Context: an optimization exercise on an open-source flow, tuned for small area and a short achievable clock period. The choices shown serve that exercise and are no tape-out recipe. RTL that was checked went through simulation tests only; none was proved equivalent to the original. Power and IR drop assume default switching activity.

==> inputs of run P <==
## pu_net
module pu_net
#(
    parameter int DATA_WIDTH = 32,
    parameter int PROG_DEPTH = 16
) (
    input  wire logic                          clk,
    input  wire logic                          rst,
    input  wire logic                          prog_we,
    input  wire logic [$clog2(PROG_DEPTH)-1:0] prog_addr,
    input  wire logic [instr_width-1:0]        prog_data,
    input  wire logic                          start,
    input  wire logic [DATA_WIDTH-1:0]         in_data,
    input  wire logic [attr_width-1:0]         in_attr,
    output logic                               in_take,
    output logic                               out_valid,
    output logic      [DATA_WIDTH-1:0]         out_data,
    output logic [attr_width-1:0]              out_attr,
    output logic                               busy,
    output logic                               done
);
==> flow/config.mk <==
export PLATFORM = sky130hd
export DESIGN_NAME = pu_net
export DESIGN_NICKNAME = pu_net
export VERILOG_FILES = /design/flow/design.v
export SDC_FILE = /design/flow/constraint.sdc
export NUM_CORES = 4
export LEC_CHECK = 0
export CAP_MARGIN = 20
export CORE_MARGIN = 2
export CORE_UTILIZATION = 40
export SLEW_MARGIN = 20
==> flow/constraint.sdc <==
create_clock -name core_clock -period 10.0 [get_ports {clk}]
set_input_delay 2.0000 -clock core_clock [delete_from_list [all_inputs] [get_ports {clk}]]
set_output_delay 2.0000 -clock core_clock [all_outputs]
set_load 0.01 [all_outputs]
standard.sh (not shown) runs the stock make flow with config.mk's settings and CLKGATE_MAP_FILE= SYNTH_SCRIPT=/design/flow/synth_recipe.tcl, a recipe that flattens the netlist after the stock synthesis.
==> flow/flow/run.sh <==
#!/bin/bash
# Standard layout run through standard.sh with extra ORFS settings; make output goes to standard_flow.log.
set -euo pipefail
bash standard.sh finish "SETUP_SLACK_MARGIN=6.5" "BUFFER_PORTS_ARGS=-buffer_cell sky130_fd_sc_hd__buf_2" "CTS_CLUSTER_DIAMETER=100" "CTS_CLUSTER_SIZE=30" > standard_flow.log 2>&1
==> run C: changes against run P <==
==> flow/flow/run.sh (replaced) <==
#!/bin/bash
# Standard layout; port buffers are buf_2 cells and repair_timing aims for a
# larger setup slack margin.
set -euo pipefail
bash standard.sh finish SETUP_SLACK_MARGIN=7.0 "BUFFER_PORTS_ARGS=-buffer_cell sky130_fd_sc_hd__buf_2" > standard_flow.log 2>&1
==> run F: changes against run P <==
==> flow/flow/run.sh (replaced) <==
#!/bin/bash
# Standard layout run through standard.sh with extra ORFS settings; make output goes to standard_flow.log.
set -euo pipefail
bash standard.sh finish "SETUP_SLACK_MARGIN=6.8" "BUFFER_PORTS_ARGS=-buffer_cell sky130_fd_sc_hd__buf_2" "TNS_END_PERCENT=0" > standard_flow.log 2>&1
==> comparison <==
Register-to-register slack: run F is better than run P (0.05 ns).
Cell count, lowest first: run P, run F, run C.
Synthesized area is the same in run P and run F.
Clock power: run F > run C > run P.
Sequential share of layout area: run P is higher than run F (1.8 points).
The lowest first-iteration DRC count belongs to run F, the highest to run C.
The lowest clock-buffer cell count belongs to run P, the highest to run C.
In sequential cell count, run P and run F do not differ.
Non-clock buffer count: run C > run F > run P.
The lowest via count belongs to run P, the highest to run C.


==> branch maple <==
pu_net again, from the RTL that the note above started with.
export LEC_CHECK = 0
export CAP_MARGIN = 20
export CORE_MARGIN = 2
export CORE_UTILIZATION = 40
export SLEW_MARGIN = 20
create_clock -name core_clock -period 10.0 [get_ports {clk}]
==> flow/flow/run.sh <==
#!/bin/bash
# Standard layout run through standard.sh with extra ORFS settings; make output goes to standard_flow.log.
set -euo pipefail
bash standard.sh finish "SETUP_SLACK_MARGIN=6.8" "BUFFER_PORTS_ARGS=-buffer_cell sky130_fd_sc_hd__buf_2" "TNS_END_PERCENT=0" "CTS_CLUSTER_DIAMETER=150" "CTS_CLUSTER_SIZE=26" "PLACE_DENSITY=0.75" > standard_flow.log 2>&1
==> branch amber: changes against branch maple <==
--- a/flow/design.v
+++ b/flow/design.v
@@ -49,24 +49,26 @@
     parameter int DATA_WIDTH = 32
 ) (
     input  wire logic                  clk,
     input  wire logic                  rst,
     input  wire logic                  signal_wr,
     input  wire logic                  signal_sel,
+    input  wire logic [DATA_WIDTH-1:0] bus_data,      
     input  wire logic [DATA_WIDTH-1:0] bus_q_data,    
     input  wire logic [attr_width-1:0] bus_q_attr,
     input  wire logic                  signal_oe,
     output logic      [DATA_WIDTH-1:0] data_out,
     output logic [attr_width-1:0]      attr_out
 );
     localparam int HALF = DATA_WIDTH / 2;
     localparam int NPP  = HALF / 2;
     logic            sel_q;        
     logic            capture;      
     logic            arg1_pend;    
-    logic [NPP-1:0]  b_one, b_two, b_neg;
+    logic [NPP-1:0]  a_one, a_two, a_neg;
+    logic [HALF-1:0] arg1;
     logic            arg1_bad;
     logic            arg0_bad;
     logic            has_result;
     logic [DATA_WIDTH-1:0] res_s, res_c;
     logic            result_inv;
     logic [DATA_WIDTH-1:0] pp_s, pp_c;
@@ -84,38 +86,40 @@
             if (signal_wr) sel_q <= signal_sel;
             capture   <= signal_wr && !signal_sel && sel_q;  
             arg1_pend <= signal_wr && signal_sel;
         end
     end
     always_ff @(posedge clk) begin
+        for (int i = 0; i < NPP; i++) begin
+            logic b2, b1, b0;
+            b2 = bus_data[2*i+1];
+            b1 = bus_data[2*i];
+            b0 = (i == 0) ? 1'b0 : bus_data[2*i-1];
+            a_one[i] <= b1 ^ b0;
+            a_two[i] <= (b2 & !b1 & !b0) | (!b2 & b1 & b0);
+            a_neg[i] <= b2;
+        end
+    end
+    always_ff @(posedge clk) begin
         if (arg1_pend) begin
-            for (int i = 0; i < NPP; i++) begin
-                logic b2, b1, b0;
-                b2 = bus_q_data[2*i+1];
-                b1 = bus_q_data[2*i];
-                b0 = (i == 0) ? 1'b0 : bus_q_data[2*i-1];
-                b_one[i] <= b1 ^ b0;
-                b_two[i] <= (b2 & !b1 & !b0) | (!b2 & b1 & b0);
-                b_neg[i] <= b2;
-            end
+            arg1     <= bus_q_data[HALF-1:0];
             arg1_bad <= bus_q_attr[attr_invalid_bit] || !fits_half(bus_q_data);
         end
     end
     assign arg0_bad = bus_q_attr[attr_invalid_bit] || !fits_half(bus_q_data);
     always_comb begin
         logic [DATA_WIDTH-1:0] row [NPP+1];
-        logic [HALF-1:0]       a;
         logic [HALF:0]         m, x;
         logic [DATA_WIDTH-1:0] s1, c1, s2, c2, s3, c3, s4, c4, s5, c5, s6, c6;
-        a = bus_q_data[HALF-1:0];
         row[NPP] = 32'haaab_0000;
         for (int i = 0; i < NPP; i++) begin
-            m = ({(HALF+1){b_one[i]}} & {a[HALF-1], a}) | ({(HALF+1){b_two[i]}} & {a, 1'b0});
-            x = m ^ {(HALF+1){b_neg[i]}};
+            m = ({(HALF+1){a_one[i]}} & {arg1[HALF-1], arg1})
+              | ({(HALF+1){a_two[i]}} & {arg1, 1'b0});
+            x = m ^ {(HALF+1){a_neg[i]}};
             row[i] = DATA_WIDTH'({!x[HALF], x[HALF-1:0]}) << (2*i);
-            row[NPP][2*i] = b_neg[i];
+            row[NPP][2*i] = a_neg[i];
         end
         s1 = row[0] ^ row[1] ^ row[2];
         c1 = ((row[0] & row[1]) | (row[0] & row[2]) | (row[1] & row[2])) << 1;
         s2 = row[3] ^ row[4] ^ row[5];
         c2 = ((row[3] & row[4]) | (row[3] & row[5]) | (row[4] & row[5])) << 1;
         s3 = row[6] ^ row[7] ^ row[8];
@@ -394,13 +398,13 @@
         end else begin
             out_valid <= d_out;
         end
     end
     pu_multiplier #(.DATA_WIDTH(DATA_WIDTH)) i_pu_multiplier (
         .clk, .rst, .signal_wr(d_mult), .signal_sel(sel),
-        .bus_q_data, .bus_q_attr, .signal_oe(s_mult),
+        .bus_data, .bus_q_data, .bus_q_attr, .signal_oe(s_mult),
         .data_out(mult_data), .attr_out(mult_attr)
     );
     pu_accum #(.DATA_WIDTH(DATA_WIDTH)) i_pu_accum (
         .clk, .rst, .signal_wr(d_accum), .signal_sel(sel),
         .bus_q_data, .bus_q_attr, .signal_oe(s_accum),
         .data_out(accum_data), .attr_out(accum_attr)
==> flow/flow/run.sh (replaced) <==
#!/bin/bash
# Standard layout run through standard.sh with extra ORFS settings; make output goes to standard_flow.log.
set -euo pipefail
bash standard.sh finish "SETUP_SLACK_MARGIN=6.5" "BUFFER_PORTS_ARGS=-buffer_cell sky130_fd_sc_hd__buf_2" > standard_flow.log 2>&1
==> notes <==
- Between branch amber and branch maple, the lower cell count is in branch maple (gap about 2%, measured against branch maple).
- Against branch maple, the sequential share of layout area of branch amber is lower by 1.0 points.
- Of branch maple and branch amber, branch amber has the higher sequential cell count (gap 7).
- Of branch maple and branch amber, branch amber has the higher via count (gap 1.2%, measured against branch amber).
- Between branch maple and branch amber, the lower count of clock-buffer cells in the layout is in branch maple (gap 43).
- Between branch amber and branch maple, the lower sequential power is in branch maple (gap about 2%, measured against branch maple).
==> figures <==
item	branch maple	branch amber
Outcome	timing/DRC/antenna clean	timing/DRC/antenna clean
Initial drt markers	1613	1544
Layout overhead on the synthesized area	11.8%	14.9%
Worst slack after detailed placement	5.68 ns	5.70 ns
Fraction of the yosys area taken by sequential cells	0.499	0.501
Proportion of total power due to net switching	0.239	0.247
Launch point of the critical path	i_pu_multiplier.res_c[4]	i_pu_multiplier.a_one[0]
Final Util	0.452	0.465
Routed length on met1	26.9 mm	30.9 mm
Setup slack on the worst flop-to-flop path	6.60 ns	6.37 ns
Met3 WL post-DR	5.14 mm	5.35 mm
Final clock period utilization by the worst path	0.340	0.363
Vias in the first global route	17595	17462
Function not checked in branch amber: the RTL went through the layout flow alone.


==> 05-24 <==
RTL: one of the versions met above, not the one the previous note started from.
clock: 10.0 ns
lec_check: 0
cap_margin: 20
core_margin: 2
core_utilization: 40
slew_margin: 20
==> flow/flow/run.sh <==
#!/bin/bash
# Standard layout run through standard.sh with extra ORFS settings; make output goes to standard_flow.log.
set -euo pipefail
bash standard.sh finish "SETUP_SLACK_MARGIN=6.5" "BUFFER_PORTS_ARGS=-buffer_cell sky130_fd_sc_hd__buf_2" "CTS_BUF_LIST=sky130_fd_sc_hd__clkbuf_4 sky130_fd_sc_hd__clkbuf_8" "CTS_CLUSTER_SIZE=20" > standard_flow.log 2>&1
==> inputs of 05-23, as changes to 05-24 <==
--- a/flow/design.v
+++ b/flow/design.v
@@ -49,26 +49,24 @@
     parameter int DATA_WIDTH = 32
 ) (
     input  wire logic                  clk,
     input  wire logic                  rst,
     input  wire logic                  signal_wr,
     input  wire logic                  signal_sel,
-    input  wire logic [DATA_WIDTH-1:0] bus_data,      
     input  wire logic [DATA_WIDTH-1:0] bus_q_data,    
     input  wire logic [attr_width-1:0] bus_q_attr,
     input  wire logic                  signal_oe,
     output logic      [DATA_WIDTH-1:0] data_out,
     output logic [attr_width-1:0]      attr_out
 );
     localparam int HALF = DATA_WIDTH / 2;
     localparam int NPP  = HALF / 2;
     logic            sel_q;        
     logic            capture;      
     logic            arg1_pend;    
-    logic [NPP-1:0]  a_one, a_two, a_neg;
-    logic [HALF-1:0] arg1;
+    logic [NPP-1:0]  b_one, b_two, b_neg;
     logic            arg1_bad;
     logic            arg0_bad;
     logic            has_result;
     logic [DATA_WIDTH-1:0] res_s, res_c;
     logic            result_inv;
     logic [DATA_WIDTH-1:0] pp_s, pp_c;
@@ -86,40 +84,38 @@
             if (signal_wr) sel_q <= signal_sel;
             capture   <= signal_wr && !signal_sel && sel_q;  
             arg1_pend <= signal_wr && signal_sel;
         end
     end
     always_ff @(posedge clk) begin
-        for (int i = 0; i < NPP; i++) begin
-            logic b2, b1, b0;
-            b2 = bus_data[2*i+1];
-            b1 = bus_data[2*i];
-            b0 = (i == 0) ? 1'b0 : bus_data[2*i-1];
-            a_one[i] <= b1 ^ b0;
-            a_two[i] <= (b2 & !b1 & !b0) | (!b2 & b1 & b0);
-            a_neg[i] <= b2;
-        end
-    end
-    always_ff @(posedge clk) begin
         if (arg1_pend) begin
-            arg1     <= bus_q_data[HALF-1:0];
+            for (int i = 0; i < NPP; i++) begin
+                logic b2, b1, b0;
+                b2 = bus_q_data[2*i+1];
+                b1 = bus_q_data[2*i];
+                b0 = (i == 0) ? 1'b0 : bus_q_data[2*i-1];
+                b_one[i] <= b1 ^ b0;
+                b_two[i] <= (b2 & !b1 & !b0) | (!b2 & b1 & b0);
+                b_neg[i] <= b2;
+            end
             arg1_bad <= bus_q_attr[attr_invalid_bit] || !fits_half(bus_q_data);
         end
     end
     assign arg0_bad = bus_q_attr[attr_invalid_bit] || !fits_half(bus_q_data);
     always_comb begin
         logic [DATA_WIDTH-1:0] row [NPP+1];
+        logic [HALF-1:0]       a;
         logic [HALF:0]         m, x;
         logic [DATA_WIDTH-1:0] s1, c1, s2, c2, s3, c3, s4, c4, s5, c5, s6, c6;
+        a = bus_q_data[HALF-1:0];
         row[NPP] = 32'haaab_0000;
         for (int i = 0; i < NPP; i++) begin
-            m = ({(HALF+1){a_one[i]}} & {arg1[HALF-1], arg1})
-              | ({(HALF+1){a_two[i]}} & {arg1, 1'b0});
-            x = m ^ {(HALF+1){a_neg[i]}};
+            m = ({(HALF+1){b_one[i]}} & {a[HALF-1], a}) | ({(HALF+1){b_two[i]}} & {a, 1'b0});
+            x = m ^ {(HALF+1){b_neg[i]}};
             row[i] = DATA_WIDTH'({!x[HALF], x[HALF-1:0]}) << (2*i);
-            row[NPP][2*i] = a_neg[i];
+            row[NPP][2*i] = b_neg[i];
         end
         s1 = row[0] ^ row[1] ^ row[2];
         c1 = ((row[0] & row[1]) | (row[0] & row[2]) | (row[1] & row[2])) << 1;
         s2 = row[3] ^ row[4] ^ row[5];
         c2 = ((row[3] & row[4]) | (row[3] & row[5]) | (row[4] & row[5])) << 1;
         s3 = row[6] ^ row[7] ^ row[8];
@@ -272,61 +268,36 @@
     output logic                               sel,
     output logic [1:0]                         addr,
     output logic                               busy,
     output logic                               done
 );
     localparam int PC_WIDTH = $clog2(PROG_DEPTH);
-    logic [7:0]             prog_mem [PROG_DEPTH];
+    logic [instr_width-1:0] prog_mem [PROG_DEPTH];
     logic [PC_WIDTH-1:0]    fa;       
     logic                   last;
     logic                   we_ok;
     logic                   fwd;
     logic                   go;
+    logic [instr_width-1:0] fw;
     logic [11:0]            dec_mem, dec_new, dec;
     assign we_ok = prog_we && !busy;
     always_ff @(posedge clk) begin
         if (we_ok) begin
-            prog_mem[prog_addr] <= pack(prog_data);
+            prog_mem[prog_addr] <= prog_data;
         end
     end
-    function automatic logic [7:0] pack(input logic [instr_width-1:0] w);
-        logic [2:0] src, dst;
-        logic       src_f, dst_f;
-        logic [1:0] s2, d2, u, v;
-        src   = w[9:7];
-        dst   = w[6:4];
-        src_f = (src == SRC_FRAM);
-        dst_f = (dst == DST_FRAM);
-        s2    = src[2] ? 2'd0 : src[1:0];
-        d2    = {(dst == DST_ACCUM) || (dst == DST_EXT), (dst == DST_MULT) || (dst == DST_EXT)};
-        u     = src_f ? d2 : s2;
-        v     = (src_f || dst_f) ? w[2:1] : d2;
-        pack  = {w[0], w[3], src_f, dst_f, u, v};
-    endfunction
-    function automatic logic [11:0] unpack(input logic [7:0] c);
-        logic       src_f, dst_f;
-        logic [1:0] u, v, d2;
-        src_f  = c[5];
-        dst_f  = c[4];
-        u      = c[3:2];
-        v      = c[1:0];
-        d2     = src_f ? u : v;
-        unpack = {!src_f && (u == 2'd1), !src_f && (u == 2'd2), !src_f && (u == 2'd3), src_f,
-                  !dst_f && (d2 == 2'd1), !dst_f && (d2 == 2'd2), dst_f, !dst_f && (d2 == 2'd3),
-                  c[6], v, c[7]};
-    endfunction
     function automatic logic [11:0] decode(input logic [instr_width-1:0] w);
         logic [2:0] src, dst;
         src = w[9:7];
         dst = w[6:4];
         decode = {src == SRC_EXT, src == SRC_MULT, src == SRC_ACCUM, src == SRC_FRAM,
                   dst == DST_MULT, dst == DST_ACCUM, dst == DST_FRAM, dst == DST_EXT,
                   w[3], w[2:1], w[0]};
     endfunction
     assign fwd     = we_ok && (prog_addr == '0);
-    assign dec_mem = unpack(prog_mem[fa]);
+    assign dec_mem = decode(prog_mem[fa]);
     assign dec_new = decode(prog_data);
     assign go      = busy ? !last : start;
     assign dec     = go ? (fwd ? dec_new : dec_mem) : '0;
     always_ff @(posedge clk) begin
         if (rst) begin
             busy <= 1'b0;
@@ -398,13 +369,13 @@
         end else begin
             out_valid <= d_out;
         end
     end
     pu_multiplier #(.DATA_WIDTH(DATA_WIDTH)) i_pu_multiplier (
         .clk, .rst, .signal_wr(d_mult), .signal_sel(sel),
-        .bus_data, .bus_q_data, .bus_q_attr, .signal_oe(s_mult),
+        .bus_q_data, .bus_q_attr, .signal_oe(s_mult),
         .data_out(mult_data), .attr_out(mult_attr)
     );
     pu_accum #(.DATA_WIDTH(DATA_WIDTH)) i_pu_accum (
         .clk, .rst, .signal_wr(d_accum), .signal_sel(sel),
         .bus_q_data, .bus_q_attr, .signal_oe(s_accum),
         .data_out(accum_data), .attr_out(accum_attr)
==> flow/run.sh (new file) <==
#!/bin/bash
# synth_recipe.tcl (not shown) runs the flow's synth.tcl, then flattens the netlist and writes it again
# the make line also repeats each setting of config.mk as NAME=value (left out here)
make -C /OpenROAD-flow-scripts/flow DESIGN_CONFIG=/design/flow/config.mk WORK_HOME=/design/flow/orfs CLKGATE_MAP_FILE= SYNTH_SCRIPT=/design/flow/synth_recipe.tcl finish
removed: flow/flow/run.sh
removed: flow/standard.sh
==> qor summary <==
Result of the run: 05-24 complete, no violations; 05-23 complete, no violations
Routed met3 length: 05-24 6.118 mm; 05-23 5.288 mm
Proportion of power drawn by flip-flops and latches: 05-24 47.5%; 05-23 50.6%
Required time reported for the critical path endpoint: 05-24 10.44 ns; 05-23 8.00 ns
Total of cells resized after clock tree synthesis: 05-24 53; 05-23 0
HPWL after DPL: 05-24 46.91 mm; 05-23 46.42 mm
Buffers plus inverters on the worst setup path: 05-24 2; 05-23 1
Startpoint of the worst register-to-register path: 05-24 i_pu_multiplier.a_one[0]$_DFF_P_; 05-23 bus_q_data[12]$_DFF_P_
Leakage power: 05-24 0.01109 uW; 05-23 0.01041 uW
Utilization of the core after routing: 05-24 47.19%; 05-23 45.58%
Combined flip-flop and latch cell area: 05-24 12820 um2; 05-23 13680 um2
Worst Max-Slew Pin Slew: 05-24 1.037 ns; 05-23 1.226 ns
Proportion of synthesized area in mux cells: 05-24 8.082%; 05-23 9.053%
Fin cells: 05-24 3092; 05-23 2978
No functional check of the RTL was part of any run of this note.

==> static timing again, ports no longer ideal <==
The flow's constraints put no driver on any port. The routed layouts listed below were extracted and timed again, unchanged, in two steps. Step 1 (the two cells are an assumption about what drives the block):
set clk [get_ports {clk}]
set_driving_cell -lib_cell sky130_fd_sc_hd__clkbuf_16 $clk
set_driving_cell -lib_cell sky130_fd_sc_hd__buf_2 [delete_from_list [all_inputs] $clk]
Step 2 times the ports against the registers' clock, not the clock port: input delays grow and output delays shrink by t, the midpoint of the rising clock arrivals with the driver on. Slacks: ideal ports / drivers / drivers and shift; pairs: ideal ports / drivers.
| run | t (ns) | setup slack, ns | cell pins on the clock port's net |
|---|---|---|---|
| run P | 0.653 | 6.553 / 6.491 / 6.137 | 1 |
| run C | 0.665 | 6.628 / 6.628 / 6.392 | 1 |
| run F | 0.661 | 6.627 / 6.571 / 6.046 | 1 |
| branch maple | 0.625 | 6.601 / 6.548 / 6.225 | 1 |
| branch amber | 0.676 | 6.371 / 6.371 / 6.019 | 1 |
| 05-24 | 0.751 | 6.431 / 6.399 / 5.834 | 1 |
| 05-23 | 0.673 | 5.594 / 5.533 / 5.523 | 1 |
After both steps setup and hold are still met in every run listed. The setup slack of 05-24, which loses most, moves by -0.032 ns with the drivers and by -0.597 ns with both steps.
